This is an optimization exercise on Yosys and OpenROAD, whose aim is small area and a short achievable clock period, not a production implementation. At most, simulation tests tie the RTL to the original design; equivalence was not proved.

// fm_receiver
module fm_receiver #(
  parameter int FRAME_LEN = 16
) (
  input  logic        ap_clk,
  input  logic        ap_rst_n,
  input  logic        ap_start,
  output logic        ap_done,
  output logic        ap_idle,
  output logic        ap_ready,
  input  logic [31:0] iq_in_V_TDATA,
  input  logic        iq_in_V_TVALID,
  output logic        iq_in_V_TREADY,
  output logic [31:0] audio_out_V_TDATA,
  output logic        audio_out_V_TVALID,
  input  logic        audio_out_V_TREADY,
  output logic [3:0]  led_out_V,
  input  logic [5:0]  s_axi_API_AWADDR,
  input  logic        s_axi_API_AWVALID,
  output logic        s_axi_API_AWREADY,
  input  logic [31:0] s_axi_API_WDATA,
  input  logic        s_axi_API_WVALID,
  output logic        s_axi_API_WREADY,
  output logic [1:0]  s_axi_API_BRESP,
  output logic        s_axi_API_BVALID,
  input  logic        s_axi_API_BREADY,
  input  logic [5:0]  s_axi_API_ARADDR,
  input  logic        s_axi_API_ARVALID,
  output logic        s_axi_API_ARREADY,
  output logic [31:0] s_axi_API_RDATA,
  output logic [1:0]  s_axi_API_RRESP,
  output logic        s_axi_API_RVALID,
  input  logic        s_axi_API_RREADY
);
Size in the first run: about 2,100 cells after synthesis, roughly 200 flip-flops, about 170 I/O pins, about 22,000 sq um of cells after synthesis.
==> flow/config.mk <==
export PLATFORM = sky130hd
export DESIGN_NAME = fm_receiver
export DESIGN_NICKNAME = fm_receiver
export VERILOG_FILES = /design/flow/design.v
export SDC_FILE = /design/flow/constraint.sdc
export NUM_CORES = 4
export LEC_CHECK = 0
export ABC_CLOCK_PERIOD_IN_PS = 3000
export CAP_MARGIN = 20
export CORE_MARGIN = 2
export CORE_UTILIZATION = 40
export SETUP_SLACK_MARGIN = 5
export SLEW_MARGIN = 20
export SYNTH_HIERARCHICAL = 1
==> flow/constraint.sdc <==
create_clock -name core_clock -period 11.0 [get_ports {ap_clk}]
set_input_delay 2.2000 -clock core_clock [delete_from_list [all_inputs] [get_ports {ap_clk}]]
set_output_delay 2.2000 -clock core_clock [all_outputs]
set_load 0.01 [all_outputs]
run.sh (not shown) runs the stock make flow with config.mk's settings and CLKGATE_MAP_FILE= SYNTH_SCRIPT=/design/flow/synth_recipe.tcl, a recipe that flattens the netlist after the stock synthesis.
Change:
- ABC_CLOCK_PERIOD_IN_PS: 3000 -> default
What happened:
- via count stays the same
- routed wire length is unchanged
- setup slack does not change
- global-route usage does not change
- die area is unchanged
- count of clock-buffer cells in the layout does not change
- area after synthesis stays the same
- critical path depth is unchanged
- worst hold slack stays the same
- clock skew does not change
Function was not checked in any run of this note: the RTL went through the layout flow alone.

* * *

run A:
Another version of the RTL of fm_receiver (not shown whole).
Size in the first run: ~170 I/O pins.
==> flow/design.v (excerpt) <==
module fm_receiver #(
  parameter int FRAME_LEN = 16
) (
  input  logic        ap_clk,
  input  logic        ap_rst_n,
  input  logic        ap_start,
  output logic        ap_done,
  output logic        ap_idle,
  output logic        ap_ready,
  input  logic [31:0] iq_in_V_TDATA,
  input  logic        iq_in_V_TVALID,
  output logic        iq_in_V_TREADY,
  output logic [31:0] audio_out_V_TDATA,
  output logic        audio_out_V_TVALID,
  input  logic        audio_out_V_TREADY,
  output logic [3:0]  led_out_V,
  input  logic [5:0]  s_axi_API_AWADDR,
  input  logic        s_axi_API_AWVALID,
  output logic        s_axi_API_AWREADY,
  input  logic [31:0] s_axi_API_WDATA,
  input  logic        s_axi_API_WVALID,
  output logic        s_axi_API_WREADY,
  output logic [1:0]  s_axi_API_BRESP,
  output logic        s_axi_API_BVALID,
  input  logic        s_axi_API_BREADY,
  input  logic [5:0]  s_axi_API_ARADDR,
  input  logic        s_axi_API_ARVALID,
  output logic        s_axi_API_ARREADY,
  output logic [31:0] s_axi_API_RDATA,
  output logic [1:0]  s_axi_API_RRESP,
  output logic        s_axi_API_RVALID,
  input  logic        s_axi_API_RREADY
);
==> flow/config.mk <==
export PLATFORM = sky130hd
export DESIGN_NAME = fm_receiver
export DESIGN_NICKNAME = fm_receiver
export VERILOG_FILES = /design/flow/design.v
export SDC_FILE = /design/flow/constraint.sdc
export NUM_CORES = 4
export LEC_CHECK = 0
export CAP_MARGIN = 20
export CORE_MARGIN = 2
export CORE_UTILIZATION = 60
export PLACE_DENSITY = 0.72
export SETUP_SLACK_MARGIN = 5
export SLEW_MARGIN = 20
export SYNTH_HIERARCHICAL = 1
==> flow/constraint.sdc <==
create_clock -name core_clock -period 11.0 [get_ports {ap_clk}]
set_input_delay 2.2000 -clock core_clock [delete_from_list [all_inputs] [get_ports {ap_clk}]]
set_output_delay 2.2000 -clock core_clock [all_outputs]
set_load 0.01 [all_outputs]
standard.sh (not shown) runs the stock make flow with config.mk's settings and CLKGATE_MAP_FILE= SYNTH_SCRIPT=/design/flow/synth_recipe.tcl, a recipe that flattens the netlist after the stock synthesis.
==> flow/flow/run.sh <==
#!/bin/bash
# The standard layout, with the ports buffered by plain buffers instead of the delay cells
# buffer_ports picks by default.
set -euo pipefail
bash standard.sh BUFFER_PORTS_ARGS="-buffer_cell sky130_fd_sc_hd__buf_1" finish > flow_standard.log 2>&1
Relative to run A, the following input files were edited for run B:
# run A
export LEC_CHECK = 0
export CAP_MARGIN = 20
export CORE_MARGIN = 2
export CORE_UTILIZATION = 60
export PLACE_DENSITY = 0.72
export SETUP_SLACK_MARGIN = 5
export SLEW_MARGIN = 20
export SYNTH_HIERARCHICAL = 1
create_clock -name core_clock -period 11.0 [get_ports {ap_clk}]
# run B
export LEC_CHECK = 0
export CAP_MARGIN = 20
export CORE_MARGIN = 2
export CORE_UTILIZATION = 55
export PLACE_DENSITY = 0.6
export SETUP_SLACK_MARGIN = 5
export SLEW_MARGIN = 20
export SYNTH_HIERARCHICAL = 1
create_clock -name core_clock -period 11.0 [get_ports {ap_clk}]
==> flow/flow/run.sh <==
#!/bin/bash
# The standard layout, with the ports buffered by plain buffers instead of the delay cells
# buffer_ports picks by default.
set -euo pipefail
bash standard.sh BUFFER_PORTS_ARGS="-buffer_cell sky130_fd_sc_hd__buf_2" finish > flow_standard.log 2>&1
- Run B ran to completion and came out clean on the timing, design-rule and antenna checks.
- Against run A, run B reports a first-pass GRT wire length that is higher.
- First-iteration DRC count, run B and run A: smaller value in run B
- On routed wire length on met2: run B sits above run A.
- Number of clock buffer instances in the layout: run B vs run A up 1
- Run B against run A: utilization dropped 5.1 points, area of the placeable core climbed about 9%, floorplan die height climbed 8.3 um, pin count of the biggest net entering global routing climbed about 11%.
Input changes introduced in run C (baseline for comparison: run B):
# run B
export LEC_CHECK = 0
export CAP_MARGIN = 20
export CORE_MARGIN = 2
export CORE_UTILIZATION = 55
export PLACE_DENSITY = 0.6
export SETUP_SLACK_MARGIN = 5
export SLEW_MARGIN = 20
export SYNTH_HIERARCHICAL = 1
create_clock -name core_clock -period 11.0 [get_ports {ap_clk}]
# run C
export LEC_CHECK = 0
export CAP_MARGIN = 20
export CORE_MARGIN = 2
export CORE_UTILIZATION = 70
export PLACE_DENSITY = 0.82
export SETUP_SLACK_MARGIN = 5
export SLEW_MARGIN = 20
export SYNTH_HIERARCHICAL = 1
create_clock -name core_clock -period 11.0 [get_ports {ap_clk}]
### Flow results
Taking run B as the reference, in run C top achievable clock speed rose 0.67 MHz, share of the clock period used by the worst path fell 0.22 points, setup slack went up 24 ps.
Input changes introduced in run D (baseline for comparison: run C):
# run C
export LEC_CHECK = 0
export CAP_MARGIN = 20
export CORE_MARGIN = 2
export CORE_UTILIZATION = 70
export PLACE_DENSITY = 0.82
export SETUP_SLACK_MARGIN = 5
export SLEW_MARGIN = 20
export SYNTH_HIERARCHICAL = 1
create_clock -name core_clock -period 11.0 [get_ports {ap_clk}]
# run D
export LEC_CHECK = 0
export CAP_MARGIN = 20
export CORE_MARGIN = 2
export CORE_UTILIZATION = 40
export SETUP_SLACK_MARGIN = 5
export SLEW_MARGIN = 20
export SYNTH_HIERARCHICAL = 1
create_clock -name core_clock -period 11.0 [get_ports {ap_clk}]
Number of non-clock buffers: higher on run D
The higher setup slack of run C and run D is in run C.

* * *

fm_receiver, a different RTL version from the one above (not shown whole).
Size: about 3400 cells after synthesis, about 170 I/O pins.
clock: 11.0 ns
lec_check: 0
abc_area: 1
cap_margin: 20
core_margin: 2
core_utilization: 40
setup_slack_margin: 5
slew_margin: 20
run.sh (not shown) runs the stock make flow with config.mk's settings and CLKGATE_MAP_FILE= SYNTH_SCRIPT=/design/flow/synth_recipe.tcl, a recipe that flattens the netlist after the stock synthesis.
Stock flow here: none of the scripts above is used.
The baseline finished with timing, DRC and antenna clean.
==> next run, changes <==
SETUP_SLACK_MARGIN = unset   (was 5)
After rerunning:
- The new run completed with no timing, DRC or antenna violations
- cell count goes down by a few percent
- non-clock buffer count went down by 141
- design area is lower by roughly a tenth
- utilization fell by 5.2 points
- global-route usage shrinks by 0.58 points
- setup slack got worse by 1.7 ns
- flip-flop and latch count is unchanged

* * *

fm_receiver with an RTL version that a note above also has.
Size in the first run: ~2000 cells after synthesis, ~170 I/O pins.
## fm_receiver
module fm_receiver #(
  parameter int FRAME_LEN = 16
) (
  input  logic        ap_clk,
  input  logic        ap_rst_n,
  input  logic        ap_start,
  output logic        ap_done,
  output logic        ap_idle,
  output logic        ap_ready,
  input  logic [31:0] iq_in_V_TDATA,
  input  logic        iq_in_V_TVALID,
  output logic        iq_in_V_TREADY,
  output logic [31:0] audio_out_V_TDATA,
  output logic        audio_out_V_TVALID,
  input  logic        audio_out_V_TREADY,
  output logic [3:0]  led_out_V,
  input  logic [5:0]  s_axi_API_AWADDR,
  input  logic        s_axi_API_AWVALID,
  output logic        s_axi_API_AWREADY,
  input  logic [31:0] s_axi_API_WDATA,
  input  logic        s_axi_API_WVALID,
  output logic        s_axi_API_WREADY,
  output logic [1:0]  s_axi_API_BRESP,
  output logic        s_axi_API_BVALID,
  input  logic        s_axi_API_BREADY,
  input  logic [5:0]  s_axi_API_ARADDR,
  input  logic        s_axi_API_ARVALID,
  output logic        s_axi_API_ARREADY,
  output logic [31:0] s_axi_API_RDATA,
  output logic [1:0]  s_axi_API_RRESP,
  output logic        s_axi_API_RVALID,
  input  logic        s_axi_API_RREADY
);
Settings: LEC_CHECK=0, CAP_MARGIN=5, CORE_MARGIN=2, CORE_UTILIZATION=60, PLACE_DENSITY=0.72, SETUP_SLACK_MARGIN=5, SLEW_MARGIN=5, SYNTH_HIERARCHICAL=1; clock period 11.0 ns.
standard.sh (not shown) runs the stock make flow with config.mk's settings and CLKGATE_MAP_FILE= SYNTH_SCRIPT=/design/flow/synth_recipe.tcl, a recipe that flattens the netlist after the stock synthesis.
==> flow/flow/run.sh <==
#!/bin/bash
# The standard layout, with the ports buffered by plain buffers instead of the delay cells
# buffer_ports picks by default.
set -euo pipefail
bash standard.sh BUFFER_PORTS_ARGS="-buffer_cell sky130_fd_sc_hd__buf_2" finish > flow_standard.log 2>&1
Rerun with:
--- a/flow/config.mk
+++ b/flow/config.mk
@@ -7,8 +7,7 @@
 export LEC_CHECK = 0
-export CAP_MARGIN = 5
+export CAP_MARGIN = 20
 export CORE_MARGIN = 2
-export CORE_UTILIZATION = 60
-export PLACE_DENSITY = 0.72
-export SETUP_SLACK_MARGIN = 5
-export SLEW_MARGIN = 5
+export CORE_UTILIZATION = 40
+export SETUP_SLACK_MARGIN = 4.5
+export SLEW_MARGIN = 20
 export SYNTH_HIERARCHICAL = 1
Result: Global-route usage shrinks by 11 points. Count of clock-buffer cells in the layout grows by 1. Wire length grows by 3.8%. Utilization shrinks by 23 points. Worst setup slack loses 380 ps. Hold slack is about the same. Final cell count grows by 7.2%. Synthesized cell count does not change. Cell area shrinks by about 0.9%.
Rerun with:
--- a/flow/config.mk
+++ b/flow/config.mk
@@ -9,4 +9,7 @@
 export CORE_MARGIN = 2
-export CORE_UTILIZATION = 40
-export SETUP_SLACK_MARGIN = 4.5
+export CORE_UTILIZATION = 60
+export CTS_CLUSTER_DIAMETER = 150
+export CTS_CLUSTER_SIZE = 40
+export PLACE_DENSITY = 0.72
+export SETUP_SLACK_MARGIN = 5
 export SLEW_MARGIN = 20
Outcome:
- hold slack stays flat
- synthesized area does not change
- final cell count drops by 6.7%
- first-iteration DRC count climbs by 4.4%
- routed wire length drops by 3.5%
- worst setup slack gains 410 ps
Rerun with:
==> flow/flow/run.sh (replaced) <==
#!/bin/bash
# The standard layout, with the ports buffered by plain buffers instead of the delay cells
# buffer_ports picks by default.
set -euo pipefail
bash standard.sh BUFFER_PORTS_ARGS="-buffer_cell sky130_fd_sc_hd__buf_2" SETUP_SLACK_MARGIN=5.5 finish > flow_standard.log 2>&1
--- a/flow/config.mk
+++ b/flow/config.mk
@@ -10,6 +10,3 @@
 export CORE_UTILIZATION = 60
-export CTS_CLUSTER_DIAMETER = 150
-export CTS_CLUSTER_SIZE = 40
 export PLACE_DENSITY = 0.72
-export SETUP_SLACK_MARGIN = 5
 export SLEW_MARGIN = 20
Area after synthesis does not change.
Count of clock-buffer cells in the layout is unchanged.
Register-to-register slack degrades by 140 ps.
Worst setup slack gets better by 160 ps.

## afterwards: timing with drivers on the ports
No port has a modelled driver above. Below, the same layouts with a new extraction and two added sets of constraints.
Step 1, drivers: a clkbuf_16 drives ap_clk and a buf_2 each remaining input, both assumed.
Step 2 times the ports against the registers' clock, not the clock port: input delays grow and output delays shrink by t, the midpoint of the rising clock arrivals with the driver on.
Three values: ideal ports, drivers, drivers and shift; two values: the first two.
run | t (ns) | setup slack, ns | latest minus earliest clock arrival (ns) | slew at the worst register clock pin (ns)
the first run of note 1 | 0.548 | 4.516 / 4.463 / 4.550 | 0.020 / 0.020 | 0.09 / 0.09
the second run of note 1 | 0.548 | 4.516 / 4.463 / 4.550 | 0.020 / 0.020 | 0.09 / 0.09
run A | 0.505 | 5.059 / 5.088 / 4.583 | 0.018 / 0.018 | 0.09 / 0.09
run B | 0.522 | 5.023 / 5.056 / 4.533 | 0.024 / 0.023 | 0.09 / 0.09
run C | 0.494 | 5.047 / 5.054 / 4.585 | 0.029 / 0.029 | 0.09 / 0.09
run D | 0.526 | 5.038 / 5.067 / 4.545 | 0.022 / 0.022 | 0.08 / 0.08
the first run of note 3 | 0.531 | 4.672 / 4.611 / 4.603 | 0.022 / 0.022 | 0.08 / 0.08
the second run of note 3 | 0.526 | 2.984 / 2.927 / 3.453 | 0.020 / 0.020 | 0.08 / 0.08
the first run of note 4 | 0.508 | 5.055 / 5.090 / 4.582 | 0.024 / 0.024 | 0.10 / 0.10
the second run of note 4 | 0.528 | 4.676 / 4.622 / 4.511 | 0.021 / 0.020 | 0.08 / 0.08
the third run of note 4 | 0.512 | 5.083 / 5.109 / 4.608 | 0.022 / 0.022 | 0.10 / 0.10
the fourth run of note 4 | 0.503 | 5.245 / 5.191 / 4.769 | 0.016 / 0.016 | 0.08 / 0.08
After both steps setup and hold are still met in every run listed. The setup slack of run D, which loses most, moves by +0.029 ns with the drivers and by -0.493 ns with both steps.
